Background: an optimization exercise with open tools, aiming at small area and a short achievable clock period. Do not read the settings as production practice.
At most, simulation tests tie the RTL to the original design; equivalence was not proved.
The RTL of runs 1 to 3 was laid out without a check of its function.
Power is estimated from default activity; no workload was simulated.

==> flow/design.v <==
package soccer_pkg;
    typedef logic [23:0] rgb_t;
    typedef enum logic [1:0] {
        MATCH_KICKOFF = 2'd0,
        MATCH_PLAY    = 2'd1,
        MATCH_GOAL    = 2'd2
    } match_state_t;
    localparam int COORD_W = 12;
    localparam rgb_t SKY_BG     = 24'h070A12;
    localparam rgb_t GRASS_A    = 24'h0A5C1F;
    localparam rgb_t GRASS_B    = 24'h0D6A26;
    localparam rgb_t LINE_WHITE = 24'hF5F7FF;
    localparam rgb_t BALL_WHITE = 24'hF7F7F7;
    localparam rgb_t SCORE_BG   = 24'h0E1016;
    localparam rgb_t SCORE_FG   = 24'hECEFF4;
    localparam int PITCH_MARGIN = 16;
    localparam int BALL_R       = 4;
    localparam int GOAL_HALF    = 12;
    localparam int STRIPE_SHIFT = 3;
    localparam int DIGIT_SCALE  = 2;
    localparam int SB_LEFT      = 8;
    localparam int SB_GAP       = 3;
    localparam int SERVE_SPEED    = 2;
    localparam int KICKOFF_FRAMES = 4;
    localparam int GOAL_FRAMES    = 8;
endpackage
`timescale 1ns/1ps
module soccer_overlay #(
    parameter int H_ACTIVE = 1920,
    parameter int V_ACTIVE = 1080
) (
    input  logic             clk_i,
    input  logic             rst_i,
    input  logic             cen_i,
    input  logic             vid_sel_i,
    input  soccer_pkg::rgb_t vid_rgb_i,
    input  logic [1:0]       vh_blank_i,
    input  logic [2:0]       dvh_sync_i,
    output logic [2:0]       dvh_sync_o,
    output soccer_pkg::rgb_t vid_rgb_o
);
    localparam logic [2:0] C_SKY   = 3'd0;
    localparam logic [2:0] C_GRA   = 3'd1;
    localparam logic [2:0] C_GRB   = 3'd2;
    localparam logic [2:0] C_LINE  = 3'd3;
    localparam logic [2:0] C_BALL  = 3'd4;
    localparam logic [2:0] C_SBG   = 3'd5;
    localparam logic [2:0] C_SFG   = 3'd6;
    logic        de_i;
    logic        de_q;
    logic [10:0] nx_q;
    logic [10:0] py_q;
    logic        tick;
    assign de_i = dvh_sync_i[2];
    assign tick = de_i & ~de_q & (py_q == 11'd0);
    always_ff @(posedge clk_i) begin
        if (rst_i) begin
            de_q <= 1'b0;
            nx_q <= 11'd1;
            py_q <= '0;
        end else if (cen_i) begin
            de_q <= de_i;
            if (!de_i) begin
                nx_q <= 11'd1;
            end else if (nx_q[10:7] != 4'b1111) begin
                nx_q <= nx_q + 1'b1;
            end
            if (!de_i && de_q) begin
                py_q <= (py_q == 11'd1079) ? 11'd0 : py_q + 1'b1;
            end
        end
    end
    logic [3:0] ph_q;
    logic       odd_q;
    logic [3:0] half_q;
    logic [9:0] bc_q;
    logic [9:0] bc_next;
    logic       goal;
    assign bc_next = odd_q ? bc_q - 1'b1 : bc_q + 1'b1;
    assign goal    = odd_q ? (bc_q == 10'd8) : (bc_q == 10'd946);
    always_ff @(posedge clk_i) begin
        if (rst_i) begin
            ph_q   <= '0;
            odd_q  <= 1'b0;
            half_q <= '0;
            bc_q   <= 10'd477;
        end else if (cen_i && tick) begin
            if (ph_q == 4'd4) begin
                bc_q <= bc_next;
                if (goal) begin
                    ph_q  <= 4'd8;
                    odd_q <= ~odd_q;
                    if (odd_q && half_q != 4'd9) begin
                        half_q <= half_q + 1'b1;
                    end
                end
            end else begin
                ph_q <= ph_q + 1'b1;
                if (ph_q == 4'd3) begin
                    bc_q <= bc_next;
                end
                if (ph_q == 4'd15) begin
                    bc_q <= 10'd477;
                end
            end
        end
    end
    function automatic logic [14:0] glyph(input logic [3:0] d);
        case (d)
            4'd0:    glyph = 15'b111_101_101_101_111;
            4'd1:    glyph = 15'b010_110_010_010_111;
            4'd2:    glyph = 15'b111_001_111_100_111;
            4'd3:    glyph = 15'b111_001_111_001_111;
            4'd4:    glyph = 15'b101_101_111_001_001;
            4'd5:    glyph = 15'b111_100_111_001_111;
            4'd6:    glyph = 15'b111_100_111_101_111;
            4'd7:    glyph = 15'b111_001_001_001_001;
            4'd8:    glyph = 15'b111_101_111_101_111;
            4'd9:    glyph = 15'b111_101_111_001_111;
            default: glyph = 15'b000_000_000_000_000;
        endcase
    endfunction
    logic [10:0] x;
    logic [10:0] y;
    logic        x_lo;
    logic        in_pitch;
    logic        on_line;
    logic        in_board;
    logic        ball_row;
    logic [2:0]  ball_r;
    logic [9:0]  m;
    logic        m_small;
    logic        on_ball;
    logic        dig_a_x;
    logic        dig_b_x;
    logic        dig_y;
    logic [1:0]  gcol;
    logic [2:0]  grow;
    logic [3:0]  digit;
    logic [14:0] gbits;
    logic        lit;
    logic [2:0]  scene;
    always_comb begin
        x = nx_q;
        y = py_q;
        x_lo     = (x[10:6] == 5'd0);
        in_pitch = (x >= 11'd16) && (x <= 11'd1903) && (y >= 11'd16) && (y <= 11'd1063);
        on_line  = (x <= 11'd17) || (x >= 11'd1902) || (y <= 11'd17) || (y >= 11'd1062) ||
                   (x == 11'd959) || (x == 11'd960);
        in_board = x_lo && (x[5:0] >= 6'd8) && (x[5:0] <= 6'd33) &&
                   (y >= 11'd1067) && (y <= 11'd1078);
        ball_row = (y >= 11'd536) && (y <= 11'd544);
        case (y[3:0])
            4'd12:   ball_r = 3'd4;    
            4'd10,
            4'd11,
            4'd13,
            4'd14:   ball_r = 3'd3;
            4'd9,
            4'd15:   ball_r = 3'd2;
            default: ball_r = 3'd0;    
        endcase
        m       = x[10:1] - bc_q;
        m_small = (m[9:3] == 7'd0);
        on_ball = 1'b0;
        if (ball_row && m_small) begin
            case ({ball_r, x[0], m[2:0]})
                {3'd4, 1'b0, 3'd1}, {3'd4, 1'b0, 3'd2}, {3'd4, 1'b0, 3'd3},
                {3'd4, 1'b0, 3'd4}, {3'd4, 1'b0, 3'd5},
                {3'd4, 1'b1, 3'd1}, {3'd4, 1'b1, 3'd2}, {3'd4, 1'b1, 3'd3},
                {3'd4, 1'b1, 3'd4}: on_ball = 1'b1;
                {3'd3, 1'b0, 3'd2}, {3'd3, 1'b0, 3'd3}, {3'd3, 1'b0, 3'd4},
                {3'd3, 1'b1, 3'd1}, {3'd3, 1'b1, 3'd2}, {3'd3, 1'b1, 3'd3},
                {3'd3, 1'b1, 3'd4}: on_ball = 1'b1;
                {3'd2, 1'b0, 3'd2}, {3'd2, 1'b0, 3'd3}, {3'd2, 1'b0, 3'd4},
                {3'd2, 1'b1, 3'd2}, {3'd2, 1'b1, 3'd3}: on_ball = 1'b1;
                {3'd0, 1'b0, 3'd3}: on_ball = 1'b1;
                default: on_ball = 1'b0;
            endcase
        end
        dig_y   = (y >= 11'd1068) && (y <= 11'd1077);
        grow    = 3'(y[4:1] - 4'd6);
        dig_a_x = x_lo && (x[5:0] >= 6'd12) && (x[5:0] <= 6'd17);
        dig_b_x = x_lo && (x[5:0] >= 6'd24) && (x[5:0] <= 6'd29);
        gcol    = dig_a_x ? 2'(x[2:1] + 2'd2) : x[2:1];
        digit   = (dig_a_x && odd_q && half_q != 4'd9) ? half_q + 1'b1 : half_q;
        gbits   = glyph(digit);
        lit     = (dig_a_x || dig_b_x) && dig_y &&
                  gbits[(3'd4 - grow) * 3 + (2'd2 - gcol)];
        scene = C_SKY;
        if (in_pitch) begin
            scene = x[3] ? C_GRB : C_GRA;
            if (on_line) begin
                scene = C_LINE;
            end
        end
        if (on_ball) begin
            scene = C_BALL;
        end
        if (in_board) begin
            scene = lit ? C_SFG : C_SBG;
        end
    end
    logic [2:0] code_q;
    always_ff @(posedge clk_i) begin
        if (rst_i) begin
            code_q <= C_SKY;
        end else if (cen_i) begin
            code_q <= de_i ? scene : C_SKY;
        end
    end
    soccer_pkg::rgb_t colour;
    always_comb begin
        case (code_q)
            C_GRA:   colour = soccer_pkg::GRASS_A;
            C_GRB:   colour = soccer_pkg::GRASS_B;
            C_LINE:  colour = soccer_pkg::LINE_WHITE;
            C_BALL:  colour = soccer_pkg::BALL_WHITE;
            C_SBG:   colour = soccer_pkg::SCORE_BG;
            C_SFG:   colour = soccer_pkg::SCORE_FG;
            default: colour = soccer_pkg::SKY_BG;
        endcase
    end
    always_ff @(posedge clk_i) begin
        if (rst_i) begin
            vid_rgb_o  <= soccer_pkg::SKY_BG;
            dvh_sync_o <= 3'b000;
        end else if (cen_i) begin
            vid_rgb_o  <= (vid_sel_i && de_i) ? colour : vid_rgb_i;
            dvh_sync_o <= dvh_sync_i;
        end
    end
endmodule
==> flow/run.sh <==
#!/bin/bash
# synth_recipe.tcl (not shown) runs the flow's synth.tcl, then flattens the netlist and writes it again
# the make line also repeats each setting of config.mk as NAME=value (left out here)
make -C /OpenROAD-flow-scripts/flow DESIGN_CONFIG=/design/flow/config.mk WORK_HOME=/design/flow/orfs CLKGATE_MAP_FILE= SYNTH_SCRIPT=/design/flow/synth_recipe.tcl finish
==> flow/config.mk <==
export PLATFORM = sky130hd
export DESIGN_NAME = soccer_overlay
export DESIGN_NICKNAME = soccer_overlay
export VERILOG_FILES = /design/flow/design.v
export SDC_FILE = /design/flow/constraint.sdc
export NUM_CORES = 4
export LEC_CHECK = 0
export CAP_MARGIN = 20
export CORE_MARGIN = 2
export CORE_UTILIZATION = 40
export SLEW_MARGIN = 20
==> flow/constraint.sdc <==
create_clock -name core_clock -period 13.0 [get_ports {clk_i}]
set_input_delay 2.6000 -clock core_clock [delete_from_list [all_inputs] [get_ports {clk_i}]]
set_output_delay 2.6000 -clock core_clock [all_outputs]
set_load 0.01 [all_outputs]
==> summary.md, run 1 <==
| Metric | Value |
|---|---|
| Vias in the first global route | `4,970` |
| Final Hold Fails | `0` |
| Largest net degree at the start of global routing | `52` |
| HPWL after DPL | `10,390 µm` |
| Top cell type by total area after synthesis | `dfxtp_1` |
| RSZ-0062 raised after global routing | `no` |
| DR iter-0 viols | `304` |
| Slew of the pin with the lowest slew margin | `881.0 ps` |
| Largest cells by area after synthesis | `dfxtp_1 26%, ha_1 13%, a21oi_1 5.6%, nor2_1 5.3%, nand2_1 4.1%` |
| Vias | `5,083` |
| Startpoint Class | `primary input` |
| Minimum clock period after layout | `5072 ps` |
| Worst r2r src | `nx_q[0]$_SDFFE_PP1P_` |
| Starting Density | `0.4113` |
| Crit-path max FO | `51` |
| Synth top area share | `0.2599` |
| Syn nets | `803` |
| Via density | `5.501` |
| Commonest cells in the netlist | `77 x nor2_1, 71 x dfxtp_1, 61 x a21oi_1, 60 x nand2_1, 56 x ha_1` |
| Clk sink count | `71` |
| Placed instance count | `908` |
| Crit path to | `bc_q[9]$_SDFFE_PP0P_` |
| Total wire length | `14,050 µm` |
| Worst Path Arrival | `5340 ps` |
| Total Die Area | `14,620 µm²` |
| Die width | `120.9 µm` |
| Core Rows | `42` |
| First-pass GRT wire length | `23,550 µm` |
| Hold_buf cts | `0` |
| Synth async-reset ratio | `0` |
| Pleak | `0.002544 µW` |
| I/O pins | `60` |
| Gates resized, CTS repair | `0` |
| Max Cap Viol | `0` |
| Status | `finished clean` |
| Core area | `13,300 µm²` |
| Synth Register Bits | `71` |
| Synth-to-Final Area Change | `17.25%` |
| Root buffer cell | `clkbuf_16` |
| Hold Crit Depth | `2` |
| Fin cells | `924` |
| Antenna diode instance count | `0` |
| Post-synthesis instance area | `5469 µm²` |
| Layout Nets | `836` |
| Initial antenna violation count | `0` |
| Final number of setup-violating endpoints | `0` |
| Fin area | `6412 µm²` |
| Worst R2R Setup Slack | `8250 ps` |
| Max Slew Vio Count | `0` |
| P per Cell Area | `86.39 nW/µm²` |
| Number of synthesized flops with an enable pin | `0` |
| Fmax | `197.1 MHz` |
| Sequential share of the synthesized area | `0.2599` |
| HP Class | `flip-flop to flip-flop` |
| FF-to-FF End | `code_q[0]$_SDFFE_PP0P_` |
| Worst Path Required | `13,270 ps` |
| Clk Latency, worst-skew pair | `340 ps` |
| DP Area | `6110 µm²` |
| Max VDD drop | `0.07915 mV` |
| CTS tree | `done` |
| Cell variety after synth | `70` |
| Die Y | `120.9 µm` |
| Setup Skew | `6.135 ps` |
| Dominant cell by count in the synthesized netlist | `nor2_1` |
| Detail Route Antenna Nets | `0` |
| # DRC | `0` |
| Port bufs | `57` |
| Clock tree buffer depth | `2` |
| Post-Syn Instances | `710` |
| Slew HR | `0.4127` |
| Syn avg cell area | `7.703 µm²` |
| CTS H-tree depth | `3` |
| Crit end category | `flip-flop` |
| Avg WL per Cell | `15.21 µm` |
| FF-to-FF path depth | `19` |
| Postcts setup bufs | `0` |
| Synth Warn # | `1` |
| Drt pass-1 iters | `5` |
| Setup_tns | `0 ps` |
| GRT Residual Overflow | `0` |
| Routability cong. | `0.9391` |
| Final worst path period share | `0.3902` |
| GRT Overall Usage | `0.1982` |
| Clock transition at path regs | `70 ps` |
| WS Path Type | `primary input to flip-flop` |
| Share of layout cells above drive strength 1 | `0.04144` |
| TritonCTS buffer count | `9` |
| Worst setup path start | `cen_i` |
| Top FF cell, synth | `dfxtp_1` |
## cells by family after synthesis
kind of cell | count (synthesis) | synth area share
buf+inv | 86 | 0.06223
compound gates | 168 | 0.2006
simple gates | 263 | 0.2318
mux | 12 | 0.02265
fa+ha+maj | 60 | 0.1428
flops | 71 | 0.2599
xor+xnor | 50 | 0.08007
## power breakdown
group,switching (µW),total [µW],internal (µW)
combinational,33.6,66.6,33.1
clock,107,257,151
sequential,5.74,230,224
## sequential cells by signal, summed over array words and instances (netlist names)
register and count:
half_q 4, py_q 11, ph_q 4, de_q 1, dvh_sync_o 2, bc_q 10
vid_rgb_o 24, code_q 3, nx_q 11, odd_q 1
## critical path, stage by stage
cell and delay, ps:
buf_2 660, nand2_1 210, nor3_1 220, nand2_1 240, nor2_1 680, nand2_1 300, nor2_1 160, nand2_1 70
a31oi_1 180
## layout make-up
class	instances	area (µm²)
clock inverters	7	77.57
inverters	50	187.7
multi-input cells	553	3707
flip-flops and latches	71	1421
fillers	1317	6883
clock buffers	9	225.2
repair buffers	58	573.1
well taps	176	220.2
## layer usage
metal	GRT usage	wire [µm]	vias to the layer above
li1	-	-	2567
met1	0.2521	6515	2363
met2	0.3223	6462	129
met3	0.04934	784	24
met4	0.07558	289	0
met5	0	0	-
## worst min-delay path by stage
| stage | startpoint | end | slack, ps |
|---|---|---|---|
| floorplan | ph_q[0]$_SDFFE_PP0P_ | ph_q[0]$_SDFFE_PP0P_ | 480 |
| global placement | vid_rgb_o[0]$_SDFFE_PP0P_ | vid_rgb_o[0]$_SDFFE_PP0P_ | 460 |
| global route | vid_rgb_o[20]$_SDFFE_PP0P_ | vid_rgb_o[20]$_SDFFE_PP0P_ | 490 |
| CTS | vid_rgb_o[19]$_SDFFE_PP0P_ | vid_rgb_o[19]$_SDFFE_PP0P_ | 470 |
| detailed placement | vid_rgb_o[19]$_SDFFE_PP0P_ | vid_rgb_o[19]$_SDFFE_PP0P_ | 460 |
| finish | vid_rgb_o[19]$_SDFFE_PP0P_ | vid_rgb_o[19]$_SDFFE_PP0P_ | 470 |
## cell usage in the layout, fill, tap and decap left out, drive strengths merged, types with 26 or more instances in the layout
master         count
a21oi             62
clkdlybuf4s50     56
dfxtp             71
ha                56
inv               53
nand2             60
nand3             26
nor2              77
o21ai             32
## per-stage QoR
stage / worst slack [ps] / total power, µW / utilization / hold slack (ps)
after floorplan: 8797 / 272.2 / - / 484.1
after global placement: 7597 / 300.3 / 0.4595 / 455.7
after detailed placement: 7594 / 301.6 / 0.4595 / 459.6
after CTS: 7928 / 559.5 / 0.4823 / 471.3
after global routing: 7638 / 577.0 / 0.4823 / 487.3
final: 7928 / 554.0 / 0.4823 / 469.9
==> run 2, diff against run 1 <==
--- a/flow/design.v
+++ b/flow/design.v
@@ -50,15 +50,17 @@
     logic        de_q;
     logic [10:0] nx_q;
     logic [10:0] py_q;
-    logic        tick;
+    logic        tick_q;
     assign de_i = dvh_sync_i[2];
-    assign tick = de_i & ~de_q & (py_q == 11'd0);
-    always_ff @(posedge clk_i) begin
-        if (rst_i) begin
-            de_q <= 1'b0;
-            nx_q <= 11'd1;
+    always_ff @(posedge clk_i) begin
+        if (rst_i) begin
+            de_q   <= 1'b0;
+            tick_q <= 1'b0;
+            nx_q   <= 11'd1;
             py_q <= '0;
-        end else if (cen_i) begin
+        end else begin
+            tick_q <= cen_i & de_i & ~de_q & (py_q == 11'd0);
+            if (cen_i) begin
             de_q <= de_i;
             if (!de_i) begin
                 nx_q <= 11'd1;
@@ -67,6 +69,7 @@
             end
             if (!de_i && de_q) begin
                 py_q <= (py_q == 11'd1079) ? 11'd0 : py_q + 1'b1;
+            end
             end
         end
     end
@@ -84,7 +87,7 @@
             odd_q  <= 1'b0;
             half_q <= '0;
             bc_q   <= 10'd477;
-        end else if (cen_i && tick) begin
+        end else if (tick_q) begin
             if (ph_q == 4'd4) begin
                 bc_q <= bc_next;
                 if (goal) begin
@@ -128,14 +131,13 @@
     logic        in_board;
     logic        ball_row;
     logic [2:0]  ball_r;
-    logic [9:0]  m;
-    logic        m_small;
     logic        on_ball;
     logic        dig_a_x;
     logic        dig_b_x;
     logic        dig_y;
     logic [1:0]  gcol;
-    logic [2:0]  grow;
+    logic [2:0]  grow_bits;
+    logic        gpix;
     logic [3:0]  digit;
     logic [14:0] gbits;
     logic        lit;
@@ -160,33 +162,32 @@
             4'd15:   ball_r = 3'd2;
             default: ball_r = 3'd0;    
         endcase
-        m       = x[10:1] - bc_q;
-        m_small = (m[9:3] == 7'd0);
-        on_ball = 1'b0;
-        if (ball_row && m_small) begin
-            case ({ball_r, x[0], m[2:0]})
-                {3'd4, 1'b0, 3'd1}, {3'd4, 1'b0, 3'd2}, {3'd4, 1'b0, 3'd3},
-                {3'd4, 1'b0, 3'd4}, {3'd4, 1'b0, 3'd5},
-                {3'd4, 1'b1, 3'd1}, {3'd4, 1'b1, 3'd2}, {3'd4, 1'b1, 3'd3},
-                {3'd4, 1'b1, 3'd4}: on_ball = 1'b1;
-                {3'd3, 1'b0, 3'd2}, {3'd3, 1'b0, 3'd3}, {3'd3, 1'b0, 3'd4},
-                {3'd3, 1'b1, 3'd1}, {3'd3, 1'b1, 3'd2}, {3'd3, 1'b1, 3'd3},
-                {3'd3, 1'b1, 3'd4}: on_ball = 1'b1;
-                {3'd2, 1'b0, 3'd2}, {3'd2, 1'b0, 3'd3}, {3'd2, 1'b0, 3'd4},
-                {3'd2, 1'b1, 3'd2}, {3'd2, 1'b1, 3'd3}: on_ball = 1'b1;
-                {3'd0, 1'b0, 3'd3}: on_ball = 1'b1;
-                default: on_ball = 1'b0;
-            endcase
-        end
+        case (ball_r)
+            3'd4:    on_ball = (wq_q != 4'd0);
+            3'd3:    on_ball = (wq_q >= 4'd2) && (wq_q <= 4'd8);
+            3'd2:    on_ball = (wq_q >= 4'd3) && (wq_q <= 4'd7);
+            default: on_ball = (wq_q == 4'd5);
+        endcase
+        on_ball = on_ball && ball_row;
         dig_y   = (y >= 11'd1068) && (y <= 11'd1077);
-        grow    = 3'(y[4:1] - 4'd6);
         dig_a_x = x_lo && (x[5:0] >= 6'd12) && (x[5:0] <= 6'd17);
         dig_b_x = x_lo && (x[5:0] >= 6'd24) && (x[5:0] <= 6'd29);
         gcol    = dig_a_x ? 2'(x[2:1] + 2'd2) : x[2:1];
         digit   = (dig_a_x && odd_q && half_q != 4'd9) ? half_q + 1'b1 : half_q;
         gbits   = glyph(digit);
-        lit     = (dig_a_x || dig_b_x) && dig_y &&
-                  gbits[(3'd4 - grow) * 3 + (2'd2 - gcol)];
+        case (y[4:1])
+            4'd6:    grow_bits = gbits[14:12];
+            4'd7:    grow_bits = gbits[11:9];
+            4'd8:    grow_bits = gbits[8:6];
+            4'd9:    grow_bits = gbits[5:3];
+            default: grow_bits = gbits[2:0];
+        endcase
+        case (gcol)
+            2'd0:    gpix = grow_bits[2];
+            2'd1:    gpix = grow_bits[1];
+            default: gpix = grow_bits[0];
+        endcase
+        lit     = (dig_a_x || dig_b_x) && dig_y && gpix;
         scene = C_SKY;
         if (in_pitch) begin
             scene = x[3] ? C_GRB : C_GRA;
@@ -199,6 +200,20 @@
         end
         if (in_board) begin
             scene = lit ? C_SFG : C_SBG;
+        end
+    end
+    logic [3:0] wq_q;
+    always_ff @(posedge clk_i) begin
+        if (rst_i) begin
+            wq_q <= '0;
+        end else if (cen_i) begin
+            if (!de_i) begin
+                wq_q <= '0;
+            end else if (wq_q != 4'd0) begin
+                wq_q <= (wq_q == 4'd9) ? 4'd0 : wq_q + 1'b1;
+            end else if (nx_q == {bc_q, 1'b1}) begin
+                wq_q <= 4'd1;
+            end
         end
     end
     logic [2:0] code_q;
--- a/flow/config.mk
+++ b/flow/config.mk
@@ -5,7 +5,7 @@
 export SDC_FILE = /design/flow/constraint.sdc
 export NUM_CORES = 4
 export LEC_CHECK = 0
-export CAP_MARGIN = 20
+export CAP_MARGIN = 60
 export CORE_MARGIN = 2
 export CORE_UTILIZATION = 40
-export SLEW_MARGIN = 20
+export SLEW_MARGIN = 60
==> summary.md, run 2 <==
| Metric | Value |
|---|---|
| Status | `finished clean` |
| Largest cells by area after synthesis | `dfxtp_1 30%, nor2_1 6.6%, ha_1 6.4%, nand2_1 5.6%, a21oi_1 5.6%` |
| First-pass GRT wire length | `21,910 µm` |
| Crit end category | `flip-flop` |
| Layout Nets | `763` |
| Detail Route Antenna Nets | `0` |
| WS Path Type | `primary input to flip-flop` |
| Vias | `4,855` |
| Clk sink count | `76` |
| Core area | `12,470 µm²` |
| Biggest regs | `vid_rgb_o: 24 flops, nx_q: 11 flops, py_q: 11 flops` |
| Final worst path period share | `0.3824` |
| Postcts setup bufs | `0` |
| Crit-path cells | `clkdlybuf4s50_1, buf_4, inv_1, nor2_1, nand3_1, nor3_1, nand3_1, xor2_1, nor2_1` |
| Drt pass-1 iters | `5` |
| Max Cap Viol | `0` |
| Fmax | `201.2 MHz` |
| RSZ-0062 raised after global routing | `no` |
| Worst Path Arrival | `5190 ps` |
| Final Hold Fails | `0` |
| Max VDD drop | `0.07643 mV` |
| # DRC | `0` |
| Top FF cell, synth | `dfxtp_1` |
| Most flop-heavy register | `vid_rgb_o` |
| Commonest cells in the netlist | `89 x nor2_1, 76 x dfxtp_1, 76 x nand2_1, 56 x a21oi_1, 34 x clkbuf_1` |
| Complex-gate fraction of the synthesized area | `0.2012` |
| GRT Residual Overflow | `0` |
| Antenna diode instance count | `0` |
| Clock transition at path regs | `60 ps` |
| Post-Syn Instances | `671` |
| Via density | `5.517` |
| CTS H-tree depth | `3` |
| Synth Warn # | `1` |
| Pleak | `0.002237 µW` |
| Setup Skew | `8.310 ps` |
| Final number of setup-violating endpoints | `0` |
| Crit-path max FO | `42` |
| Comb power frac | `0.095` |
| Commonest non-fill, non-tap cell in the layout | `nor2_1` |
| HP Class | `flip-flop to flip-flop` |
| Sw frac | `0.2429` |
| Die Y | `116.4 µm` |
| Most frequent cells in the layout | `89 x nor2_1, 75 x nand2_1, 74 x dfxtp_1, 57 x clkdlybuf4s50_1, 55 x a21oi_1` |
| Net Switching | `134.8 µW` |
| Core Rows | `41` |
| Max reg flops | `24` |
| Gates resized, CTS repair | `0` |
| Clk network pwr share | `0.464` |
| Largest family of logic cells by synthesized area | `simple AND/OR/NAND/NOR gates` |
| Dominant cell by count in the synthesized netlist | `nor2_1` |
| Mux contribution to synthesized area | `0.01933` |
| Simple-gate portion of the synthesized area | `0.2725` |
| Crit-path max cell delay | `450 ps` |
| Die width | `116.4 µm` |
| Sequential share of the synthesized area | `0.3013` |
| Startpoint Class | `primary input` |
| Post-synthesis instance area | `5050 µm²` |
| Area of the multi-input gates | `3298 µm²` |
| Root buffer cell | `clkbuf_16` |
| Number of synthesized flops with an enable pin | `0` |
| Minimum clock period after layout | `4971 ps` |
| Worst Path Required | `13,220 ps` |
| Initial antenna violation count | `0` |
| Setup_tns | `0 ps` |
| Xor and xnor area share after synthesis | `0.08300` |
| Slew of the pin with the lowest slew margin | `565.1 ps` |
| P per Cell Area | `91.83 nW/µm²` |
| Top cell type by total area after synthesis | `dfxtp_1` |
| Hold_buf cts | `0` |
| FILL cells | `1,247` |
| CP max-delay cell | `clkdlybuf4s50_1` |
| Synth async-reset ratio | `0` |
| Cell variety after synth | `66` |
| P_int | `420.3 µW` |
| Avg WL per Cell | `15.21 µm` |
| Vias in the first global route | `4,588` |
| Synth Register Bits | `76` |
| Adder-Cell Fraction of Synth Area | `0.06838` |
| HPWL after DPL | `9508 µm` |
| Clock tree buffer depth | `2` |
| Starting Density | `0.4051` |
| Total wire length | `13,380 µm` |
| Synth-to-Final Area Change | `19.72%` |
| Share of layout cells above drive strength 1 | `0.05791` |
| Max Slew Vio Count | `0` |
| FF/Latch Area | `1524 µm²` |
| DR iter-0 viols | `428` |
| Largest net degree at the start of global routing | `43` |
| TritonCTS buffer count | `9` |
| Seq pwr share | `0.440` |
| Port bufs | `57` |
| GRT Overall Usage | `0.2009` |
| Final hold slack | `467.9 ps` |
| Total Die Area | `13,540 µm²` |
| Synth top area share | `0.3013` |
| Slew HR | `0.6228` |
| Clk Latency, worst-skew pair | `350 ps` |
| Syn avg cell area | `7.526 µm²` |
| Routability cong. | `0.8886` |
| CTS tree | `done` |
| Syn nets | `731` |
| I/O pins | `60` |
## run 2: cell types whose count changed in the layout (fill, tap and decap cells not counted), moves of 4 or more
cell,previous run,this run
a21oi_1,61,55
inv_1,50,24
nor2_1,77,89
nand2_1,60,75
nand2b_1,18,4
nor4b_1,0,5
ha_1,56,26
nor3_1,25,21
## run 2: final timing paths
check,depth (start not counted),to,from,slack [ps]
worst max register to register,13,code_q[0]$_SDFFE_PP0P_,nx_q[1]$_SDFFE_PP0P_,9290
worst max-delay path,9,py_q[8]$_SDFFE_PP0P_,cen_i,8030
worst min-delay path,2,vid_rgb_o[20]$_SDFFE_PP0P_,vid_rgb_o[20]$_SDFFE_PP0P_,470
worst min register to register,2,vid_rgb_o[20]$_SDFFE_PP0P_,vid_rgb_o[20]$_SDFFE_PP0P_,470
## run 2: worst max-delay path: cells and delay by family
kind / cells / cell delay, ps
xor+xnor: 1 / 160
buf+inv: 3 / 1220
simple gates: 5 / 1180
## run 2: layer usage
metal | GRT usage | routed length (µm)
met1 | 0.2777 | 6487
met2 | 0.3066 | 5930
met4 | 0.07302 | 246
met3 | 0.04619 | 717
met5 | 0 | 0
## run 2: layout make-up
class,instances,area share
repair buffers,63,0.1004
flip-flops and latches,76,0.2521
clock buffers,11,0.04015
inverters,26,0.01614
multi-input cells,527,0.5455
well taps,172,0.03560
clock inverters,5,0.01014
## run 2: cells by family after synthesis
group,after synthesis
adders and majority gates,27
buffers and inverters,68
muxes,9
DFF,76
and+or+nand+nor,283
AOI/OAI and AO/OA,161
xor gates and xnor gates,47
## run 2: metrics by stage
stage / std cells / util / total power (µW) / instance area (µm²) / setup slack, ps
finish: 880 / 0.4850 / 555.2 / 6046 / 8029
global route: 880 / 0.4850 / 577.1 / 6046 / 7801
CTS: 879 / 0.4829 / 560.8 / 6020 / 8047
detailed placement: 863 / 0.4585 / 301.9 / 5715 / 7687
global placement: 861 / 0.4558 / 301.2 / 5682 / 7668
floorplan: 671 / - / 274.7 / 5050 / 9160
## run 2: power groups by stage
stage / logic [µW] / registers [µW] / clock network (µW)
2_1_floorplan: 24.1 / 251 / 0
3_3_place_gp: 51.7 / 249 / 0
3_5_place_dp: 52.4 / 250 / 0
4_1_cts: 52.9 / 245 / 263
5_1_grt: 57.8 / 245 / 274
6_report: 52.8 / 245 / 258
==> run 3, diff against run 2 <==
--- a/flow/config.mk
+++ b/flow/config.mk
@@ -5,7 +5,7 @@
 export SDC_FILE = /design/flow/constraint.sdc
 export NUM_CORES = 4
 export LEC_CHECK = 0
-export CAP_MARGIN = 60
+export CAP_MARGIN = 20
 export CORE_MARGIN = 2
 export CORE_UTILIZATION = 40
-export SLEW_MARGIN = 60
+export SLEW_MARGIN = 20
==> summary.md, run 3 <==
| Metric | Value |
|---|---|
| Status | `finished clean` |
| CTS H-tree depth | `3` |
| Clock tree buffer depth | `2` |
| Synth async-reset ratio | `0` |
| Die width | `116.4 µm` |
| Gates resized, CTS repair | `0` |
| Clk sink count | `76` |
| Top FF cell, synth | `dfxtp_1` |
| Via density | `5.474` |
| Most frequent cells in the layout | `89 x nor2_1, 76 x nand2_1, 76 x dfxtp_1, 57 x clkdlybuf4s50_1, 56 x a21oi_1` |
| Largest cells by area after synthesis | `dfxtp_1 30%, nor2_1 6.6%, ha_1 6.4%, nand2_1 5.6%, a21oi_1 5.6%` |
| Cell variety after synth | `66` |
| Max VDD drop | `0.06775 mV` |
| Syn avg cell area | `7.526 µm²` |
| Routability cong. | `0.8886` |
| Vias in the first global route | `4,495` |
| Hold_buf cts | `0` |
| Antenna diode instance count | `0` |
| Starting Density | `0.4051` |
| GRT Overall Usage | `0.2000` |
| Post-synthesis instance area | `5050 µm²` |
| Slew of the pin with the lowest slew margin | `1086 ps` |
| HP Class | `flip-flop to flip-flop` |
| Crit-path max FO | `42` |
| FILL cells | `1,232` |
| Max Slew Vio Count | `0` |
| Worst Path Required | `13,200 ps` |
| Final worst path period share | `0.3825` |
| Commonest non-fill, non-tap cell in the layout | `nor2_1` |
| First-pass GRT wire length | `21,650 µm` |
| Largest net degree at the start of global routing | `43` |
| Initial antenna violation count | `0` |
| Dominant cell by count in the synthesized netlist | `nor2_1` |
| Vias | `4,795` |
| P per Cell Area | `94.47 nW/µm²` |
| Syn nets | `731` |
| Worst Path Arrival | `5180 ps` |
| Layout Nets | `760` |
| Crit end category | `flip-flop` |
| Sequential share of the synthesized area | `0.3013` |
| # DRC | `0` |
| Biggest regs | `vid_rgb_o: 24 flops, nx_q: 11 flops, py_q: 11 flops` |
| TritonCTS buffer count | `9` |
| GRT Residual Overflow | `0` |
| Fmax | `201.1 MHz` |
| Max reg flops | `24` |
| DR iter-0 viols | `338` |
| Minimum clock period after layout | `4972 ps` |
| Top cell type by total area after synthesis | `dfxtp_1` |
| Setup_tns | `0 ps` |
| Core area | `12,470 µm²` |
| Fin cells | `876` |
| Clk Latency, worst-skew pair | `340 ps` |
| Most flop-heavy register | `vid_rgb_o` |
| Setup ws final | `8028 ps` |
| Postcts setup bufs | `0` |
| Total wire length | `13,190 µm` |
| Worst R2R Setup Slack | `9360 ps` |
| RSZ-0062 raised after global routing | `no` |
| Drt pass-1 iters | `7` |
| Synth Register Bits | `76` |
| Placement Setup Slack | `7655 ps` |
| I/O pins | `60` |
| CTS tree | `done` |
| Clock transition at path regs | `60 ps` |
| Setup Skew | `6.609 ps` |
| Port bufs | `57` |
| Placed instance count | `861` |
| Detail Route Antenna Nets | `0` |
| HPWL after DPL | `9397 µm` |
| Max Cap Viol | `0` |
| Root buffer cell | `clkbuf_16` |
| Pleak | `0.002241 µW` |
| Final Hold Fails | `0` |
| WS Path Type | `primary input to flip-flop` |
| Avg WL per Cell | `15.05 µm` |
| Startpoint Class | `primary input` |
| Post-Syn Instances | `671` |
| Number of synthesized flops with an enable pin | `0` |
| Die Y | `116.4 µm` |
| Commonest cells in the netlist | `89 x nor2_1, 76 x dfxtp_1, 76 x nand2_1, 56 x a21oi_1, 34 x clkbuf_1` |
| Synth-to-Final Area Change | `18.90%` |
| Core Rows | `41` |
| Share of layout cells above drive strength 1 | `0.03977` |
| Slew HR | `0.2762` |
| Synth top area share | `0.3013` |
| Synth Warn # | `1` |
| Total Die Area | `13,540 µm²` |
| Final number of setup-violating endpoints | `0` |
-- run 3: cell count changes in the layout (fill, tap and decap cells not counted), moves of 2 or more --
cell	change
dfxtp_1	+2
xnor2_1	+2
dfxtp_2	-2
o21ai_2	-2
xnor2_2	-2
clkinvlp_4	-3
-- run 3: area by class of cell --
type	instances	area (µm²)	share of cell area
Inverter	26	97.59	0.01625
Clock inverter	4	73.82	0.01229
Sequential cell	76	1521	0.2534
Tap cell	172	215.2	0.03584
Timing Repair Buffer	60	593.1	0.09877
Clock buffer	11	242.7	0.04043
Multi-Input combinational cell	527	3261	0.5430
-- run 3: metrics by stage --
step	hold WS [ps]	util	cell area, µm²	total power [µW]
6_report	466.9	0.4817	6005	567.3
5_1_grt	487.5	0.4817	6005	587.4
4_1_cts	470.3	0.4812	5998	574.5
3_5_place_dp	460.7	0.4558	5682	301.6
3_3_place_gp	453.3	0.4558	5682	301.2
2_1_floorplan	484.1	-	5050	274.7
-- run 3: power breakdown --
part / switching (µW) / internal (µW)
clock: 98.3 / 172
sequential: 5.09 / 239
combinational: 25.7 / 26.4
-- run 3: cell families (layout without fill, tap and decap cells) --
| family | count (synthesis) | in the layout | synth area share |
|---|---|---|---|
| multiplexers | 9 | 9 | 0.01933 |
| AND/OR/NAND/NOR | 283 | 283 | 0.2725 |
| AO/OA/AOI/OAI | 161 | 161 | 0.2012 |
| adder cells (fa/ha/maj) | 27 | 27 | 0.06838 |
| XOR/XNOR | 47 | 47 | 0.08300 |
| buffers and inverters | 68 | 101 | 0.05426 |
| flip-flops | 76 | 76 | 0.3013 |
-- run 3: worst paths after layout --
path	end	depth (start not counted)	start
setup / recovery	py_q[10]$_SDFFE_PP0P_	9	cen_i
hold / removal	vid_rgb_o[20]$_SDFFE_PP0P_	2	vid_rgb_o[20]$_SDFFE_PP0P_
setup reg to reg	code_q[0]$_SDFFE_PP0P_	13	nx_q[1]$_SDFFE_PP0P_
hold reg to reg	vid_rgb_o[20]$_SDFFE_PP0P_	2	vid_rgb_o[20]$_SDFFE_PP0P_
-- run 3: layer usage --
layer | vias up | part of all wire | global-route usage
met5 | - | 0 | 0
met4 | 0 | 0.021 | 0.08254
met3 | 19 | 0.044 | 0.03581
met2 | 103 | 0.45 | 0.3116
met1 | 2234 | 0.49 | 0.2735
li1 | 2439 | - | -
-- run 3: critical path: stages --
cell and delay, ps:
clkdlybuf4s50_1 450, buf_4 400, inv_1 360, nor2_1 310, nand3_1 240, nor3_1 430
nand3_1 140, xor2_1 160, nor2_1 60
==> run 4, diff against run 3 <==
--- a/flow/design.v
+++ b/flow/design.v
@@ -51,24 +51,29 @@
     logic [10:0] nx_q;
     logic [10:0] py_q;
     logic        tick_q;
+    logic        fall_q;
+    logic        row0;
     assign de_i = dvh_sync_i[2];
+    assign row0 = fall_q ? (py_q == 11'd1079) : (py_q == 11'd0);
     always_ff @(posedge clk_i) begin
         if (rst_i) begin
             de_q   <= 1'b0;
             tick_q <= 1'b0;
+            fall_q <= 1'b0;
             nx_q   <= 11'd1;
             py_q <= '0;
         end else begin
-            tick_q <= cen_i & de_i & ~de_q & (py_q == 11'd0);
+            tick_q <= cen_i & de_i & ~de_q & row0;
+            fall_q <= cen_i & ~de_i & de_q;
+            if (fall_q) begin
+                py_q <= (py_q == 11'd1079) ? 11'd0 : py_q + 1'b1;
+            end
             if (cen_i) begin
             de_q <= de_i;
             if (!de_i) begin
                 nx_q <= 11'd1;
             end else if (nx_q[10:7] != 4'b1111) begin
                 nx_q <= nx_q + 1'b1;
-            end
-            if (!de_i && de_q) begin
-                py_q <= (py_q == 11'd1079) ? 11'd0 : py_q + 1'b1;
             end
             end
         end
==> summary.md, run 4 <==
| Metric | Value |
|---|---|
| Largest net degree at the start of global routing | `65` |
| CTS H-tree depth | `3` |
| Starting Density | `0.4097` |
| Syn avg cell area | `7.614 µm²` |
| Post-layout util | `0.4793` |
| Clk Latency, worst-skew pair | `350 ps` |
| Core area | `12,620 µm²` |
| Die Y | `117.7 µm` |
| Most flop-heavy register | `vid_rgb_o` |
| Total Die Area | `13,850 µm²` |
| FF/Latch Area | `1541 µm²` |
| Top FF cell, synth | `dfxtp_1` |
| Root buffer cell | `clkbuf_16` |
| Placement Setup Slack | `7891 ps` |
| Synth Register Bits | `77` |
| Setup ws final | `8216 ps` |
| Die width | `117.7 µm` |
| Antenna diode instance count | `0` |
| I/O pins | `60` |
| Hold_buf cts | `0` |
| Slew of the pin with the lowest slew margin | `1007 ps` |
| Syn nets | `739` |
| Setup Skew | `7.840 ps` |
| Crit end category | `flip-flop` |
| CTS tree | `done` |
| Core Rows | `41` |
| FILL cells | `1,305` |
| Dominant cell by count in the synthesized netlist | `nor2_1` |
| Initial antenna violation count | `0` |
| Share of layout cells above drive strength 1 | `0.04958` |
| Synth async-reset ratio | `0` |
| Crit-path max FO | `17` |
| First-pass GRT wire length | `21,930 µm` |
| Port bufs | `57` |
| FF-to-FF path depth | `13` |
| Top cell type by total area after synthesis | `dfxtp_1` |
| # DRC | `0` |
| Commonest non-fill, non-tap cell in the layout | `nor2_1` |
| Vias | `4,832` |
| Pleak | `0.002209 µW` |
| Avg WL per Cell | `14.68 µm` |
| Vias in the first global route | `4,621` |
| FF-to-FF End | `code_q[0]$_SDFFE_PP0P_` |
| Max VDD drop | `0.06363 mV` |
| Crit path to | `vid_rgb_o[21]$_SDFFE_PP0P_` |
| Layout Nets | `761` |
| DP Area | `5749 µm²` |
| Cell variety after synth | `70` |
| HPWL after DPL | `9003 µm` |
| HP Class | `flip-flop to flip-flop` |
| Area of the multi-input gates | `3327 µm²` |
| P per Cell Area | `91.62 nW/µm²` |
| Clock transition at path regs | `60 ps` |
| Drt pass-1 iters | `5` |
| Setup_tns | `0 ps` |
| GRT Overall Usage | `0.1880` |
| Slew HR | `0.3286` |
| Worst Path Required | `13,260 ps` |
| WS Path Type | `primary input to flip-flop` |
| Max reg flops | `24` |
| Most frequent cells in the layout | `84 x nor2_1, 77 x dfxtp_1, 61 x a21oi_1, 55 x clkdlybuf4s50_1, 54 x nand2_1` |
| Fin area | `6048 µm²` |
| Final Hold Fails | `0` |
| Post-synthesis instance area | `5170 µm²` |
| Startpoint Class | `primary input` |
| Placed instance count | `862` |
| Clock tree buffer depth | `2` |
| RSZ-0062 raised after global routing | `no` |
| Sequential share of the synthesized area | `0.2982` |
| Largest cells by area after synthesis | `dfxtp_1 30%, ha_1 6.3%, nor2_1 6.1%, a21oi_1 5.9%, nand2_1 3.9%` |
| TritonCTS buffer count | `9` |
| Synth top area share | `0.2982` |
| Post-Syn Instances | `679` |
| Clk sink count | `77` |
| Number of synthesized flops with an enable pin | `0` |
| Fmax | `209.0 MHz` |
| Via density | `5.503` |
| GRT Residual Overflow | `0` |
| Postcts setup bufs | `0` |
| Worst r2r src | `nx_q[1]$_SDFFE_PP0P_` |
| Status | `finished clean` |
| Final number of setup-violating endpoints | `0` |
| Final worst path period share | `0.3680` |
| Minimum clock period after layout | `4784 ps` |
| Synth-to-Final Area Change | `16.99%` |
| Routability cong. | `0.9048` |
| DR iter-0 viols | `217` |
| Biggest regs | `vid_rgb_o: 24 flops, nx_q: 11 flops, py_q: 11 flops` |
| Total wire length | `12,890 µm` |
| Gates resized, CTS repair | `0` |
| Commonest cells in the netlist | `84 x nor2_1, 77 x dfxtp_1, 61 x a21oi_1, 54 x nand2_1, 37 x clkbuf_1` |
| Max Slew Vio Count | `0` |
| Max Cap Viol | `0` |
| Worst Path Arrival | `5040 ps` |
| Synth Warn # | `1` |
| Worst R2R Setup Slack | `9190 ps` |
| Worst setup path start | `dvh_sync_i[2]` |
| Fin cells | `878` |
| Detail Route Antenna Nets | `0` |
run 4: per-layer routing:
layer	global-route usage	share of wire	wire length (µm)
met1	0.2430	0.47	6112
met2	0.3016	0.45	5820
met3	0.04457	0.054	697
met4	0.07530	0.020	259
met5	0	0	0
run 4: report_power, final:
group,switching [µW],internal [µW]
Combinational,24.9,26.5
Clock,106,149
Sequential,4.78,242
run 4: layout make-up:
type | instances | area share
Multi-Input combinational cell | 531 | 0.5501
Sequential cell | 77 | 0.2549
Timing Repair Buffer | 60 | 0.09640
Clock buffer | 9 | 0.03724
Tap cell | 172 | 0.03558
Inverter | 22 | 0.01365
Clock inverter | 7 | 0.01221
run 4: how the worst min path moves through the flow:
stage | from | end | slack (ps) | cells past startpoint
2_1_floorplan | de_q$_SDFFE_PP0P_ | tick_q$_SDFF_PP0_ | 440 | 1
3_3_place_gp | vid_rgb_o[14]$_SDFFE_PP0P_ | vid_rgb_o[14]$_SDFFE_PP0P_ | 460 | 2
3_5_place_dp | vid_rgb_o[19]$_SDFFE_PP0P_ | vid_rgb_o[19]$_SDFFE_PP0P_ | 470 | 2
4_1_cts | vid_rgb_o[19]$_SDFFE_PP0P_ | vid_rgb_o[19]$_SDFFE_PP0P_ | 480 | 2
5_1_grt | vid_rgb_o[5]$_SDFFE_PP0P_ | vid_rgb_o[5]$_SDFFE_PP0P_ | 500 | 2
6_report | vid_rgb_o[0]$_SDFFE_PP0P_ | vid_rgb_o[0]$_SDFFE_PP0P_ | 470 | 2
run 4: stage by stage:
stage	hold WS [ps]	power, µW
final	469.0	554.2
after detailed placement	465.4	303.7
after global placement	459.2	303.2
after global routing	495.3	576.4
after CTS	475.1	560.9
after floorplan	439.3	278.4
run 4: cell families after synthesis:
kind of cell	after synthesis	synth area share
and+or+nand+nor	294	0.2907
buffers and inverters	71	0.05832
AOI/OAI and AO/OA	160	0.1975
DFF	77	0.2982
muxes	12	0.02420
xor gates and xnor gates	38	0.06438
adders and majority gates	27	0.06680
run 4: worst max-delay path, cell delays in order:
cell,delay [ps]
clkdlybuf4s50_1,760
and2_1,550
o21ai_1,330
o21ai_1,500
a21oi_1,100
nor3_1,190
==> run 5, diff against run 4 <==
==> flow/flow/run.sh (new file) <==
#!/bin/bash
# Standard layout, with plain buffers on the ports instead of delay cells.
set -euo pipefail
export BUFFER_PORTS_ARGS="-buffer_cell sky130_fd_sc_hd__buf_1"
bash standard.sh synth > synth.log 2>&1
bash standard.sh > layout.log 2>&1
==> flow/standard.sh (new file) <==
#!/bin/bash
# synth_recipe.tcl (not shown) runs the flow's synth.tcl, then flattens the netlist and writes it again
# the make line also repeats each setting of config.mk as NAME=value (left out here)
make -C /OpenROAD-flow-scripts/flow DESIGN_CONFIG=/design/flow/config.mk WORK_HOME=/design/flow/orfs CLKGATE_MAP_FILE= SYNTH_SCRIPT=/design/flow/synth_recipe.tcl "${@:-finish}"
removed: flow/run.sh
==> summary.md, run 5 <==
| Metric | Value |
|---|---|
| Post-synthesis instance area | `5170 µm²` |
| Routability cong. | `0.8996` |
| HPWL after DPL | `8790 µm` |
| Most flop-heavy register | `vid_rgb_o` |
| Synth async-reset ratio | `0` |
| Most frequent cells in the layout | `84 x nor2_1, 77 x dfxtp_1, 61 x a21oi_1, 55 x buf_1, 54 x nand2_1` |
| Top cell type by total area after synthesis | `dfxtp_1` |
| Initial antenna violation count | `0` |
| Fmax | `228.3 MHz` |
| Setup Skew | `6.358 ps` |
| Syn nets | `739` |
| I/O pins | `60` |
| Crit end category | `flip-flop` |
| Net Switching | `132.8 µW` |
| Placement Setup Slack | `8237 ps` |
| Clk Latency, worst-skew pair | `340 ps` |
| Clk sink count | `77` |
| Gates resized, CTS repair | `0` |
| HP Class | `flip-flop to flip-flop` |
| Largest cells by area after synthesis | `dfxtp_1 30%, ha_1 6.3%, nor2_1 6.1%, a21oi_1 5.9%, nand2_1 3.9%` |
| FF/Latch Area | `1541 µm²` |
| Layout Nets | `761` |
| Pleak | `0.002057 µW` |
| Die Y | `117.7 µm` |
| Synth-to-Final Area Change | `10.36%` |
| Final worst path period share | `0.3370` |
| FILL cells | `1,317` |
| Setup ws final | `8619 ps` |
| Synth Register Bits | `77` |
| Total Die Area | `13,850 µm²` |
| WS Path Type | `primary input to flip-flop` |
| Vias | `4,908` |
| GRT Residual Overflow | `0` |
| # DRC | `0` |
| Via density | `5.590` |
| Hold_buf cts | `0` |
| DR iter-0 viols | `315` |
| Synth Warn # | `1` |
| Dominant cell by count in the synthesized netlist | `nor2_1` |
| CTS tree | `done` |
| P per Cell Area | `94.68 nW/µm²` |
| Crit-path max FO | `17` |
| GRT Overall Usage | `0.1807` |
| CTS H-tree depth | `3` |
| Cell variety after synth | `70` |
| Final number of setup-violating endpoints | `0` |
| Fin area | `5705 µm²` |
| Setup_tns | `0 ps` |
| Status | `finished clean` |
| Die width | `117.7 µm` |
| Sequential share of the synthesized area | `0.2982` |
| Comb power frac | `0.073` |
| Top FF cell, synth | `dfxtp_1` |
| Worst Path Required | `13,260 ps` |
| Avg WL per Cell | `14.17 µm` |
| Synth top area share | `0.2982` |
| Slew HR | `0.5269` |
| Number of synthesized flops with an enable pin | `0` |
| Commonest cells in the netlist | `84 x nor2_1, 77 x dfxtp_1, 61 x a21oi_1, 54 x nand2_1, 37 x clkbuf_1` |
| Port bufs | `57` |
| Clk network pwr share | `0.470` |
| Minimum clock period after layout | `4381 ps` |
| P_int | `407.4 µW` |
| Post-Syn Instances | `679` |
| Startpoint Class | `primary input` |
| Area of the multi-input gates | `3327 µm²` |
| Worst R2R Setup Slack | `9120 ps` |
| DP Area | `5405 µm²` |
| Max Cap Viol | `0` |
| Biggest regs | `vid_rgb_o: 24 flops, nx_q: 11 flops, py_q: 11 flops` |
| Final Hold Fails | `0` |
| Clock tree buffer depth | `2` |
| Worst Path Arrival | `4640 ps` |
| RSZ-0062 raised after global routing | `no` |
| Vias in the first global route | `4,641` |
| First-pass GRT wire length | `21,370 µm` |
| Syn avg cell area | `7.614 µm²` |
| Final Power | `540.2 µW` |
| Commonest non-fill, non-tap cell in the layout | `nor2_1` |
| Postcts setup bufs | `0` |
| Antenna diode instance count | `0` |
| Detail Route Antenna Nets | `0` |
| Max VDD drop | `0.05941 mV` |
| Seq pwr share | `0.458` |
| Max Slew Vio Count | `0` |
| Drt pass-1 iters | `5` |
| Max reg flops | `24` |
| TritonCTS buffer count | `9` |
| Final hold slack | `467.2 ps` |
| Starting Density | `0.4097` |
| Share of layout cells above drive strength 1 | `0.04816` |
| Total wire length | `12,440 µm` |
| Largest net degree at the start of global routing | `65` |
| Core area | `12,620 µm²` |
| Clock transition at path regs | `60 ps` |
| Slew of the pin with the lowest slew margin | `708.6 ps` |
| Core Rows | `41` |
| Root buffer cell | `clkbuf_16` |
| Sw frac | `0.2458` |
[run 5: cell count changes in the layout (fill, tap and decap cells not counted)]
| cell | previous run | this run |
|---|---|---|
| buf_1 | 0 | 55 |
| clkdlybuf4s50_1 | 55 | 0 |
| buf_2 | 2 | 0 |
| clkbuf_2 | 0 | 2 |
| clkinv_2 | 2 | 0 |
| clkbuf_1 | 0 | 1 |
| clkinv_4 | 2 | 1 |
| clkinvlp_4 | 1 | 2 |
| inv_6 | 1 | 2 |
[run 5: per-layer routing]
metal,GRT usage,share of wire
met1,0.2367,0.48
met2,0.2958,0.45
met3,0.03682,0.054
met4,0.06250,0.019
met5,0,0
[run 5: area by class of cell]
cell class	count	share of cell area
well taps	172	0.03772
repair buffers	60	0.04189
inverters	22	0.01447
flip-flops and latches	77	0.2702
clock inverters	6	0.01250
clock buffers	10	0.04013
multi-input cells	531	0.5831
[run 5: critical path, stage by stage]
cell,delay [ps]
buf_1,390
and2_1,560
o21ai_1,330
o21ai_1,470
a21oi_1,90
nor3_1,180
[run 5: metrics by stage]
step                  util  instances
floorplan                -        679
global placement    0.4283        862
detailed placement  0.4283        862
CTS                 0.4521        878
global route        0.4521        878
finish              0.4521        878
[run 5: power groups by stage]
stage / combinational, µW / clock [µW] / sequential, µW
6_report: 39.2 / 254 / 247
5_1_grt: 44.4 / 272 / 248
4_1_cts: 39.6 / 259 / 247
3_5_place_dp: 39.4 / 0 / 252
3_3_place_gp: 38.7 / 0 / 252
2_1_floorplan: 24.9 / 0 / 254
[run 5: cell families (layout without fill, tap and decap cells)]
group           count (synthesis)  in the layout  synth area share
flops                          77             77            0.2982
compound gates                160            160            0.1975
mux                            12             12           0.02420
fa+ha+maj                      27             27           0.06680
xor+xnor                       38             38           0.06438
buf+inv                        71             98           0.05832
simple gates                  294            294            0.2907
[run 5: path summary, 6_finish.rpt]
path | start | endpoint | cells after the start
hold / removal | vid_rgb_o[14]$_SDFFE_PP0P_ | vid_rgb_o[14]$_SDFFE_PP0P_ | 2
hold reg to reg | vid_rgb_o[14]$_SDFFE_PP0P_ | vid_rgb_o[14]$_SDFFE_PP0P_ | 2
setup / recovery | dvh_sync_i[2] | vid_rgb_o[15]$_SDFFE_PP0P_ | 6
setup reg to reg | nx_q[1]$_SDFFE_PP0P_ | code_q[0]$_SDFFE_PP0P_ | 13
==> run 6, diff against run 5 <==
==> flow/flow/run.sh (replaced) <==
#!/bin/bash
# Standard layout, with plain buffers on the ports instead of delay cells.
set -euo pipefail
export BUFFER_PORTS_ARGS="-buffer_cell sky130_fd_sc_hd__buf_2"
bash standard.sh synth > synth.log 2>&1
bash standard.sh > layout.log 2>&1
==> summary.md, run 6 <==
| Metric | Value |
|---|---|
| Top FF cell, synth | `dfxtp_1` |
| Cell variety after synth | `70` |
| Vias in the first global route | `4,619` |
| Worst R2R Setup Slack | `9120 ps` |
| Top cell type by total area after synthesis | `dfxtp_1` |
| HPWL after DPL | `8829 µm` |
| WP buf/inv | `1` |
| Fin area | `5767 µm²` |
| # DRC | `0` |
| Startpoint Class | `primary input` |
| Slew HR | `0.5132` |
| First-pass GRT wire length | `21,760 µm` |
| FILL cells | `1,326` |
| Max Cap Viol | `0` |
| Most used cell, CP | `o21ai_1` |
| Starting Density | `0.4097` |
| Post-layout util | `0.4570` |
| Placement Setup Slack | `8431 ps` |
| Max reg flops | `24` |
| Vias | `4,804` |
| Setup_tns | `0 ps` |
| Synth async-reset ratio | `0` |
| Post-synthesis instance area | `5170 µm²` |
| Hold_buf cts | `0` |
| Avg WL per Cell | `14.37 µm` |
| TritonCTS buffer count | `9` |
| Final Hold Fails | `0` |
| Area of the multi-input gates | `3327 µm²` |
| Sequential share of the synthesized area | `0.2982` |
| CP max-delay cell | `o21ai_1` |
| P per Cell Area | `93.49 nW/µm²` |
| Routability cong. | `0.8805` |
| Crit-path max cell delay | `520 ps` |
| Placed instance count | `862` |
| Max Slew Vio Count | `0` |
| Number of synthesized flops with an enable pin | `0` |
| Clk sink count | `77` |
| Clk Latency, worst-skew pair | `340 ps` |
| Syn nets | `739` |
| Setup Skew | `10.49 ps` |
| Synth Register Bits | `77` |
| Crit-path cells | `buf_2, and2_1, o21ai_1, o21ai_1, a21oi_1, nor3_1` |
| GRT Residual Overflow | `0` |
| Most frequent cells in the layout | `84 x nor2_1, 77 x dfxtp_1, 61 x a21oi_1, 57 x buf_2, 54 x nand2_1` |
| Port bufs | `57` |
| Met2 Track Usage GR | `0.2998` |
| WS Path Type | `primary input to flip-flop` |
| Gates resized, CTS repair | `0` |
| DR iter-0 viols | `317` |
| Worst Path Arrival | `4460 ps` |
| Dominant cell by count in the synthesized netlist | `nor2_1` |
| Minimum clock period after layout | `4203 ps` |
| Post-Syn Instances | `679` |
| Worst Path Required | `13,260 ps` |
| Clock tree buffer depth | `2` |
| CTS tree | `done` |
| Commonest non-fill, non-tap cell in the layout | `nor2_1` |
| DP Area | `5474 µm²` |
| Fmax | `237.9 MHz` |
| Met3 Usage GRT | `0.04893` |
| Via density | `5.472` |
| Synth Warn # | `1` |
| Antenna diode instance count | `0` |
| Status | `finished clean` |
| HP Class | `flip-flop to flip-flop` |
| Syn avg cell area | `7.614 µm²` |
| Core Rows | `41` |
| CTS H-tree depth | `3` |
| Share of layout cells above drive strength 1 | `0.1261` |
| Root buffer cell | `clkbuf_16` |
| Total wire length | `12,620 µm` |
| Initial antenna violation count | `0` |
| GRT Overall Usage | `0.1872` |
| Detail Route Antenna Nets | `0` |
| Layout Nets | `761` |
| Total Die Area | `13,850 µm²` |
| Biggest regs | `vid_rgb_o: 24 flops, nx_q: 11 flops, py_q: 11 flops` |
| Max VDD drop | `0.06757 mV` |
| I/O pins | `60` |
| Final worst path period share | `0.3233` |
| Slew of the pin with the lowest slew margin | `729.1 ps` |
| Fin cells | `878` |
| CP delay by family, top | `compound AO/OA/AOI/OAI gates` |
| Die Y | `117.7 µm` |
| Synth top area share | `0.2982` |
| Worst r2r src | `nx_q[1]$_SDFFE_PP0P_` |
| FF/Latch Area | `1541 µm²` |
| Crit-path max FO | `17` |
| Commonest cells in the netlist | `84 x nor2_1, 77 x dfxtp_1, 61 x a21oi_1, 54 x nand2_1, 37 x clkbuf_1` |
| Largest net degree at the start of global routing | `65` |
| Worst setup path start | `dvh_sync_i[2]` |
| RSZ-0062 raised after global routing | `no` |
| Crit end category | `flip-flop` |
| Largest cells by area after synthesis | `dfxtp_1 30%, ha_1 6.3%, nor2_1 6.1%, a21oi_1 5.9%, nand2_1 3.9%` |
| GR peak layer | `met2` |
| Pleak | `0.002220 µW` |
| Synth-to-Final Area Change | `11.54%` |
| Setup ws final | `8797 ps` |
| Drt pass-1 iters | `5` |
| Final number of setup-violating endpoints | `0` |
| Clock transition at path regs | `60 ps` |
| Postcts setup bufs | `0` |
| Met1 global-route usage | `0.2447` |
| Die width | `117.7 µm` |
| Core area | `12,620 µm²` |
| Most flop-heavy register | `vid_rgb_o` |
| Hold wc startpoint | `vid_rgb_o[13]$_SDFFE_PP0P_` |
[run 6: cell counts after synthesis]
Identical to the previous run, type by type.
[run 6: area by class of cell]
| type | count | area share |
|---|---|---|
| Timing Repair Buffer | 60 | 0.05337 |
| Clock inverter | 6 | 0.01107 |
| Inverter | 22 | 0.01432 |
| Tap cell | 172 | 0.03732 |
| Clock buffer | 10 | 0.03971 |
| Multi-Input combinational cell | 531 | 0.5769 |
| Sequential cell | 77 | 0.2673 |
[run 6: power by group]
| group | switching, µW | internal [µW] | leakage (µW) |
|---|---|---|---|
| Clock | 102 | 148 | 0.000138 |
| Sequential | 4.69 | 242 | 0.000627 |
| Combinational | 24.5 | 17.1 | 0.00145 |
[run 6: per-stage QoR]
step / hold slack, ps / power (µW)
6_report: 471.4 / 539.1
4_1_cts: 471.9 / 546.5
2_1_floorplan: 439.3 / 278.4
5_1_grt: 491.0 / 564.6
3_5_place_dp: 460.5 / 294.0
3_3_place_gp: 455.4 / 293.1
[run 6: final timing paths]
check	to	depth (start not counted)
worst max-delay path	vid_rgb_o[15]$_SDFFE_PP0P_	6
worst min-delay path	vid_rgb_o[13]$_SDFFE_PP0P_	2
worst max register to register	code_q[0]$_SDFFE_PP0P_	13
worst min register to register	vid_rgb_o[13]$_SDFFE_PP0P_	2
[run 6: logic make-up (layout without fill, tap and decap cells)]
group	Yosys count	count (layout)	synth area share
compound gates	160	160	0.1975
xor+xnor	38	38	0.06438
fa+ha+maj	27	27	0.06680
buf+inv	71	98	0.05832
flops	77	77	0.2982
mux	12	12	0.02420
simple gates	294	294	0.2907
[run 6: per-layer routing]
metal | vias to the layer above | share of wire
met1 | 2220 | 0.49
met3 | 16 | 0.045
met2 | 113 | 0.45
met5 | - | 0
met4 | 0 | 0.019
li1 | 2455 | -
[run 6: worst reg2reg max path: cells and delay by family, from the launching register on]
family	cells	cell delay, ps
fa+ha+maj	2	500
buf+inv	1	200
flops	1	390
compound gates	4	830
mux	1	470
simple gates	5	1330
==> run 7, diff against run 6 <==
==> flow/flow/run.sh (replaced) <==
#!/bin/bash
# Standard layout, with plain buffers on the ports instead of delay cells,
# and timing repair aiming past the clock period.
set -euo pipefail
export BUFFER_PORTS_ARGS="-buffer_cell sky130_fd_sc_hd__buf_2"
export SETUP_SLACK_MARGIN=9
bash standard.sh synth > synth.log 2>&1
bash standard.sh > layout.log 2>&1
==> summary.md, run 7 <==
| Metric | Value |
|---|---|
| Top cell type by total area after synthesis | `dfxtp_1` |
| CTS H-tree depth | `3` |
| Number of synthesized flops with an enable pin | `0` |
| Placement Setup Slack | `8431 ps` |
| Total wire length | `12,590 µm` |
| Biggest regs | `vid_rgb_o: 24 flops, nx_q: 11 flops, py_q: 11 flops` |
| Most flop-heavy register | `vid_rgb_o` |
| Hold Crit Depth | `2` |
| Total Die Area | `13,850 µm²` |
| Initial antenna violation count | `0` |
| Clk Latency, worst-skew pair | `340 ps` |
| Max reg flops | `24` |
| Top FF cell, synth | `dfxtp_1` |
| Starting Density | `0.4097` |
| Root buffer cell | `clkbuf_16` |
| Post-synthesis instance area | `5170 µm²` |
| FF-to-FF path depth | `13` |
| Setup_tns | `0 ps` |
| Syn avg cell area | `7.614 µm²` |
| Crit-path max FO | `17` |
| Status | `finished clean` |
| FILL cells | `1,321` |
| GRT Overall Usage | `0.1872` |
| Layout Nets | `761` |
| HPWL after DPL | `8829 µm` |
| Die Y | `117.7 µm` |
| Antenna diode instance count | `0` |
| Clock transition at path regs | `60 ps` |
| Fmax | `262.2 MHz` |
| Synth Warn # | `1` |
| Commonest non-fill, non-tap cell in the layout | `nor2_1` |
| Share of layout cells above drive strength 1 | `0.1303` |
| Seq pwr share | `0.458` |
| Most frequent cells in the layout | `84 x nor2_1, 77 x dfxtp_1, 61 x a21oi_1, 57 x buf_2, 54 x nand2_1` |
| Avg WL per Cell | `14.34 µm` |
| Vias in the first global route | `4,619` |
| Post-Syn Instances | `679` |
| Detail Route Antenna Nets | `0` |
| Max Slew Vio Count | `0` |
| Die width | `117.7 µm` |
| Synth Register Bits | `77` |
| Core Rows | `41` |
| FF-to-FF End | `code_q[0]$_SDFFE_PP0P_` |
| Slew HR | `0.5174` |
| P_int | `408.0 µW` |
| Final hold slack | `471.2 ps` |
| Cell variety after synth | `70` |
| Synth top area share | `0.2982` |
| Crit end category | `flip-flop` |
| Worst r2r src | `nx_q[1]$_SDFFE_PP0P_` |
| Sequential share of the synthesized area | `0.2982` |
| Final Hold Fails | `0` |
| Clk network pwr share | `0.464` |
| Largest cells by area after synthesis | `dfxtp_1 30%, ha_1 6.3%, nor2_1 6.1%, a21oi_1 5.9%, nand2_1 3.9%` |
| Hold wc startpoint | `vid_rgb_o[13]$_SDFFE_PP0P_` |
| # DRC | `0` |
| Largest net degree at the start of global routing | `65` |
| CTS tree | `done` |
| Dominant cell by count in the synthesized netlist | `nor2_1` |
| Pleak | `0.002235 µW` |
| Net Switching | `131.3 µW` |
| WS Path Type | `primary input to flip-flop` |
| Synth-to-Final Area Change | `12.15%` |
| Clock tree buffer depth | `2` |
| Fin cells | `878` |
| Sw frac | `0.2435` |
| Drt pass-1 iters | `5` |
| Synth async-reset ratio | `0` |
| Setup ws final | `9186 ps` |
| TritonCTS buffer count | `9` |
| Post-layout util | `0.4594` |
| Worst Path Arrival | `4080 ps` |
| Final worst path period share | `0.2934` |
| Hold Path End | `vid_rgb_o[13]$_SDFFE_PP0P_` |
| Placed instance count | `862` |
| First-pass GRT wire length | `21,760 µm` |
| Port bufs | `57` |
| DR iter-0 viols | `303` |
| GRT Residual Overflow | `0` |
| Syn nets | `739` |
| HP Class | `flip-flop to flip-flop` |
| FF/Latch Area | `1541 µm²` |
| Via density | `5.478` |
| Slew of the pin with the lowest slew margin | `723.0 ps` |
| Gates resized, CTS repair | `2` |
| Setup Skew | `10.77 ps` |
| Clk sink count | `77` |
| Routability cong. | `0.8805` |
| Comb power frac | `0.078` |
| I/O pins | `60` |
| Worst R2R Setup Slack | `9280 ps` |
| Final number of setup-violating endpoints | `0` |
| Vias | `4,810` |
| Max Cap Viol | `0` |
| Area of the multi-input gates | `3354 µm²` |
| Postcts setup bufs | `0` |
| Startpoint Class | `primary input` |
| Worst Path Required | `13,260 ps` |
| Commonest cells in the netlist | `84 x nor2_1, 77 x dfxtp_1, 61 x a21oi_1, 54 x nand2_1, 37 x clkbuf_1` |
| Hold_buf cts | `0` |
| P per Cell Area | `93.01 nW/µm²` |
| RSZ-0062 raised after global routing | `no` |
| Core area | `12,620 µm²` |
| Minimum clock period after layout | `3814 ps` |
| Max VDD drop | `0.06750 mV` |
[run 7: power by group through the flow]
stage          registers, µW  logic [µW]  clock network (µW)
2_1_floorplan            254        24.9                   0
3_3_place_gp             252        41.3                   0
3_5_place_dp             252        41.9                   0
4_1_cts                  247        42.2                 257
5_1_grt                  248        46.9                 270
6_report                 247        41.9                 250
[run 7: logic make-up after synthesis]
group,count (synthesis),share of synthesized area
DFF,77,0.2982
buffers and inverters,71,0.05832
and+or+nand+nor,294,0.2907
AOI/OAI and AO/OA,160,0.1975
muxes,12,0.02420
xor gates and xnor gates,38,0.06438
adders and majority gates,27,0.06680
[run 7: layout make-up]
cell class | count | share of cell area
tap | 172 | 0.03712
inverter | 22 | 0.01424
sequential | 77 | 0.2659
clock inverter | 6 | 0.01101
clock buffer | 10 | 0.03949
timing repair buffer | 60 | 0.05373
multi-input combinational | 531 | 0.5786
[run 7: metrics by stage]
stage,area [µm²],power [µW]
3_5_place_dp,5474,294.0
2_1_floorplan,5170,278.4
5_1_grt,5798,564.9
3_3_place_gp,5474,293.1
6_report,5798,539.3
4_1_cts,5772,546.6
[run 7: how the worst max path moves through the flow]
stage,start,to,cells past startpoint
2_1_floorplan,dvh_sync_i[2],vid_rgb_o[13]$_SDFFE_PP0P_,5
3_3_place_gp,dvh_sync_i[2],vid_rgb_o[6]$_SDFFE_PP0P_,6
3_5_place_dp,dvh_sync_i[2],vid_rgb_o[15]$_SDFFE_PP0P_,6
4_1_cts,cen_i,nx_q[9]$_SDFFE_PP0P_,8
5_1_grt,dvh_sync_i[2],vid_rgb_o[15]$_SDFFE_PP0P_,6
6_report,dvh_sync_i[2],vid_rgb_o[15]$_SDFFE_PP0P_,6
[run 7: metal layers]
metal	vias to the layer above	global-route usage	wire, µm
met5	-	0	0
met4	0	0.06250	245
met3	18	0.04893	617
met2	133	0.2998	5619
met1	2206	0.2447	6111
li1	2453	-	-
[run 7: worst max-delay path: stages]
cell and delay (ps):
buf_2 220, and2_2 370, o21ai_1 260, o21ai_2 350
a21oi_1 80, nor3_1 180

## what the ideal ports hide
The flow's constraints put no driver on any port. The routed layouts listed below were extracted and timed again, unchanged, in two steps. Step 1 sets driving cells, clkbuf_16 on the clock port and buf_2 on the other inputs (assumed; they add their load-dependent delay and slew). Step 2, shift: input delay + t, output delay - t, t = (earliest + latest rising clock arrival at the registers) / 2. This alone moves slack from input paths to output paths. Three values: ideal ports, drivers, drivers and shift; two values: the first two.
run	t (ns)	setup WS [ns]	worst setup path after step 2
run 1	0.378	7.928 / 7.946 / 7.568	input to register
run 2	0.385	8.029 / 8.045 / 7.661	input to register
run 3	0.383	8.028 / 8.045 / 7.662	input to register
run 4	0.382	8.216 / 8.229 / 7.847	input to register
run 5	0.376	8.619 / 8.634 / 8.258	input to register
run 6	0.378	8.797 / 8.814 / 8.437	input to register
run 7	0.379	9.186 / 9.203 / 8.825	input to register
After both steps every run listed still meets setup and hold. The setup slack of run 4, which loses most, moves by +0.013 ns with the drivers and by -0.369 ns with both steps.
